Context: an optimization exercise on an open-source flow, tuned for small area and few clock cycles. The choices shown serve that exercise and are no tape-out recipe. Where RTL was checked, it was by simulation tests only, not by an equivalence proof against the original.

Setup of rev 12:
==> module conv_top, before the edit <==
module conv_top (
  input  logic        clk,
  input  logic        reset,
  input  logic        ready,
  output logic        busy,
  output logic [9:0]  iaddr,
  output logic        ioe,
  input  logic [7:0]  idata,
  output logic        l0_wen,
  output logic [9:0]  l0_addr,
  output logic [11:0] l0_data,
  output logic        l1_wen,
  output logic [7:0]  l1_addr,
  output logic [11:0] l1_data
);
  localparam int img_dim   = 32;
  localparam int pos_w     = $clog2(img_dim);
  localparam int pixel_w   = 8;
  localparam int sum_w     = 12;    
  localparam int feat_w    = 12;    
  localparam int relu_w    = 11;    
  localparam int band_h    = 4;
  localparam int col_len   = band_h + 2;
  localparam int n_bands   = img_dim / band_h;
  localparam int band_w    = $clog2(n_bands);
  localparam int q_w       = $clog2(col_len);
  localparam int k_w       = $clog2(band_h);
  localparam int buf_len   = 2 * col_len + 3;
  logic [band_w-1:0] b;
  logic [pos_w-1:0]  c;
  logic [q_w-1:0]    q;
  logic              prime;      
  logic [pixel_w-1:0] sr [buf_len];
  logic q_last, c_last, done;
  assign q_last = (q == q_w'(col_len - 1));
  assign c_last = &c;
  assign done   = !prime && (b == band_w'(n_bands - 1)) && c_last &&
                  (q == q_w'(band_h));   
  always_ff @(posedge clk or posedge reset) begin
    if (reset)
      busy <= 1'b0;
    else if (!busy)
      busy <= ready;
    else if (done)
      busy <= 1'b0;
  end
  always_ff @(posedge clk) begin
    if (!busy) begin
      b     <= band_w'(n_bands - 1);
      c     <= pos_w'(img_dim - 2);
      q     <= q_w'(band_h - 2);
      prime <= 1'b1;
    end else begin
      q <= q_last ? '0 : q + 1'b1;
      if (q_last) begin
        c <= c + 1'b1;
        if (c_last) begin
          b     <= b + 1'b1;
          prime <= 1'b0;
        end
      end
    end
  end
  logic [q_w-1:0]    rd_slot;    
  logic              rd_next;    
  logic [pos_w:0]    rd_col;
  logic [band_w-1:0] rd_band;
  logic [pos_w-1:0]  rd_row;
  always_comb begin
    if (q >= q_w'(band_h - 2)) begin
      rd_slot = q - q_w'(band_h - 2);
      rd_next = 1'b1;
    end else begin
      rd_slot = q + 3'd4;
      rd_next = 1'b0;
    end
  end
  assign rd_col  = {1'b0, c} + (rd_next ? 6'd2 : 6'd1);
  assign rd_band = b + band_w'(rd_col[pos_w]);
  assign rd_row  = {rd_band, {k_w{1'b0}}} + rd_slot - 1'b1;   
  assign ioe   = busy;
  assign iaddr = {rd_row[pos_w-1:0], rd_col[pos_w-1:0]};
  always_ff @(posedge clk) begin
    sr[0] <= idata;
    for (int i = 1; i < buf_len; i++)
      sr[i] <= sr[i-1];
  end
  logic [pixel_w-1:0] p_ul, p_ur, p_cc, p_cr, p_dl, p_dc, p_dr;
  assign p_dr = sr[0];
  assign p_cr = sr[1];
  assign p_ur = sr[2];
  assign p_dc = sr[col_len];
  assign p_cc = sr[col_len + 1];
  assign p_dl = sr[2 * col_len];
  assign p_ul = sr[2 * col_len + 2];
  logic pad_l, pad_r, pad_u, pad_d;
  assign pad_l = (c == '0);
  assign pad_r = c_last;
  assign pad_u = (b == '0) && (q == '0);
  assign pad_d = (b == band_w'(n_bands - 1)) && (q == q_w'(band_h - 1));
  logic [pixel_w-1:0] m_ul, m_dl, m_ur, m_cr, m_dr, m_dc;
  assign m_ul = (pad_l || pad_u) ? '0 : p_ul;
  assign m_dl = (pad_l || pad_d) ? '0 : p_dl;
  assign m_ur = (pad_r || pad_u) ? '0 : p_ur;
  assign m_cr = pad_r ? '0 : p_cr;
  assign m_dr = (pad_r || pad_d) ? '0 : p_dr;
  assign m_dc = pad_d ? '0 : p_dc;
  logic [relu_w-1:0] pos, neg;
  logic [relu_w:0]   diff;
  assign pos  = m_dl + p_cc + m_ur + {m_dc, 1'b0} + {m_cr, 1'b0};
  assign neg  = {m_ul, 1'b0} + {m_dr, 1'b0} + m_dr;
  assign diff = {1'b0, pos} - {1'b0, neg};
  logic [relu_w-1:0] feat;
  assign feat = diff[relu_w] ? '0 : diff[relu_w-1:0];
  logic valid;
  assign valid = busy && !prime && (q < q_w'(band_h));
  assign l0_wen  = valid;
  assign l0_addr = {b, q[k_w-1:0], c};
  assign l0_data = {1'b0, feat};
  localparam int n_acc = band_h / 2;
  logic [relu_w-1:0] acc [n_acc];
  logic [relu_w-1:0] acc_cur, pool;
  logic              first;
  logic [k_w-1:0]    sel;
  assign sel     = q[k_w-1:0] >> 1;
  assign acc_cur = acc[sel];
  assign first   = !c[0] && !q[0];
  assign pool    = (first || feat > acc_cur) ? feat : acc_cur;
  always_ff @(posedge clk) begin
    if (valid)
      acc[sel] <= pool;
  end
  logic l1_blk;
  assign l1_blk  = q[2];
  assign l1_wen  = busy && !prime && c[0] && !q[0] && (q != '0);
  assign l1_addr = {b, l1_blk, c[pos_w-1:1]};
  assign l1_data = {1'b0, acc[l1_blk]};
endmodule
clock: 10.0 ns
lec_check: 0
cap_margin: 20
core_margin: 2
core_utilization: 40
cts_buf_list: sky130_fd_sc_hd__clkbuf_8
slew_margin: 20
standard.sh (not shown) runs the stock make flow with config.mk's settings and CLKGATE_MAP_FILE= SYNTH_SCRIPT=/design/flow/synth_recipe.tcl, a recipe that flattens the netlist after the stock synthesis.
==> flow/flow/run.sh <==
#!/bin/bash
# Standard synthesis, then its combinational logic re-mapped for area with
# the registers untouched, then the standard layout with the smallest
# buffer cell on the ports.
set -euo pipefail
R=orfs/results/sky130hd/conv_top/base
LIB=$FLOW_HOME/platforms/sky130hd/lib/sky130_fd_sc_hd__tt_025C_1v80.lib
bash standard.sh synth > 1_standard_synth.log 2>&1
mkdir -p reopt
cp $R/1_2_yosys.v reopt/std_netlist.v
python3 flow/split_lib.py $LIB reopt > 2_split_lib.log 2>&1
yosys -s flow/reopt.ys > 3_reopt_yosys.log 2>&1
cp reopt/netlist.v $R/1_2_yosys.v
rm -f $R/1_synth.odb
bash standard.sh "BUFFER_PORTS_ARGS=-buffer_cell sky130_fd_sc_hd__buf_1" finish > 4_standard_layout.log 2>&1
Other scripts of this flow, unchanged in this note and not shown: flow/flow/abc_area.scr, flow/flow/reopt.ys, flow/flow/split_lib.py
Input changes introduced in rev 13 (baseline for comparison: rev 12):
-- flow/design.v --
<<< rev 12, line 37
  assign c_last = &c;
  assign done   = !prime && (b == band_w'(n_bands - 1)) && c_last &&
                  (q == q_w'(band_h));   
  always_ff @(posedge clk or posedge reset) begin
    if (reset)
>>> rev 13, line 37
  assign c_last = &c;
  assign done   = !prime && (b == band_w'(n_bands - 1)) && c_last &&
                  (q == q_w'(band_h - 1));
  always_ff @(posedge clk or posedge reset) begin
    if (reset)
<<< rev 12, line 132
      acc[sel] <= pool;
  end
  logic l1_blk;
  assign l1_blk  = q[2];
  assign l1_wen  = busy && !prime && c[0] && !q[0] && (q != '0);
  assign l1_addr = {b, l1_blk, c[pos_w-1:1]};
  assign l1_data = {1'b0, acc[l1_blk]};
endmodule
>>> rev 13, line 132
      acc[sel] <= pool;
  end
  assign l1_wen  = valid && c[0] && q[0];
  assign l1_addr = {b, q[k_w-1:1], c[pos_w-1:1]};
  assign l1_data = {1'b0, pool};
endmodule
Results
Worst setup slack for rev 13: 650 ps down relative to rev 12
Number of DRC violations after detailed-routing iteration 0 in rev 13 vs rev 12: up 7.1%
Rev 13 gives more layout-stage area growth over the synthesis result than rev 12 did.
Rev 13 vs. rev 12: post-layout instance count excluding filler cells shrank by 57; fraction of area in multi-input gates went up.
Note that the fmax recorded for rev 13 amounts to 0.931 times the value seen in rev 12.
Rev 12 -> rev 13: summed area of non-filler cells in the final layout increased slightly
NOTE area after synthesis rev 12->rev 13 decreased by a few percent
Routed wire length was lower in the run labelled rev 13.
Rev 13 ends up with a multi-input gate area in the final layout that is 4.1% higher than in rev 12.
Testbench counts of rev 13, summed over its fixed seeds: cycles 49,440.
For rev 12, only the layout was checked, not whether the RTL still works.

-- what the ideal ports hide --
How much do the figures lean on ideal ports? The routed layouts below were timed once more, with nothing changed but the port constraints. Step 1: set_driving_cell puts a clkbuf_16 on clk and a buf_2 on each other input, an assumption about the parent block. Step 2 also shifts input and output timing later by t, the mid clock arrival at the registers, as if the neighbouring blocks saw the same clock. a / b / c = ideal / step 1 / step 2; a / b = the first two.
run	shift t [ns]	setup WS [ns]	cell pins on the clock port's net
rev 12	0.480	1.206 / 1.168 / 1.450	1
rev 13	0.483	0.559 / 0.526 / 1.009	1
After both steps setup and hold are still met in every run listed.
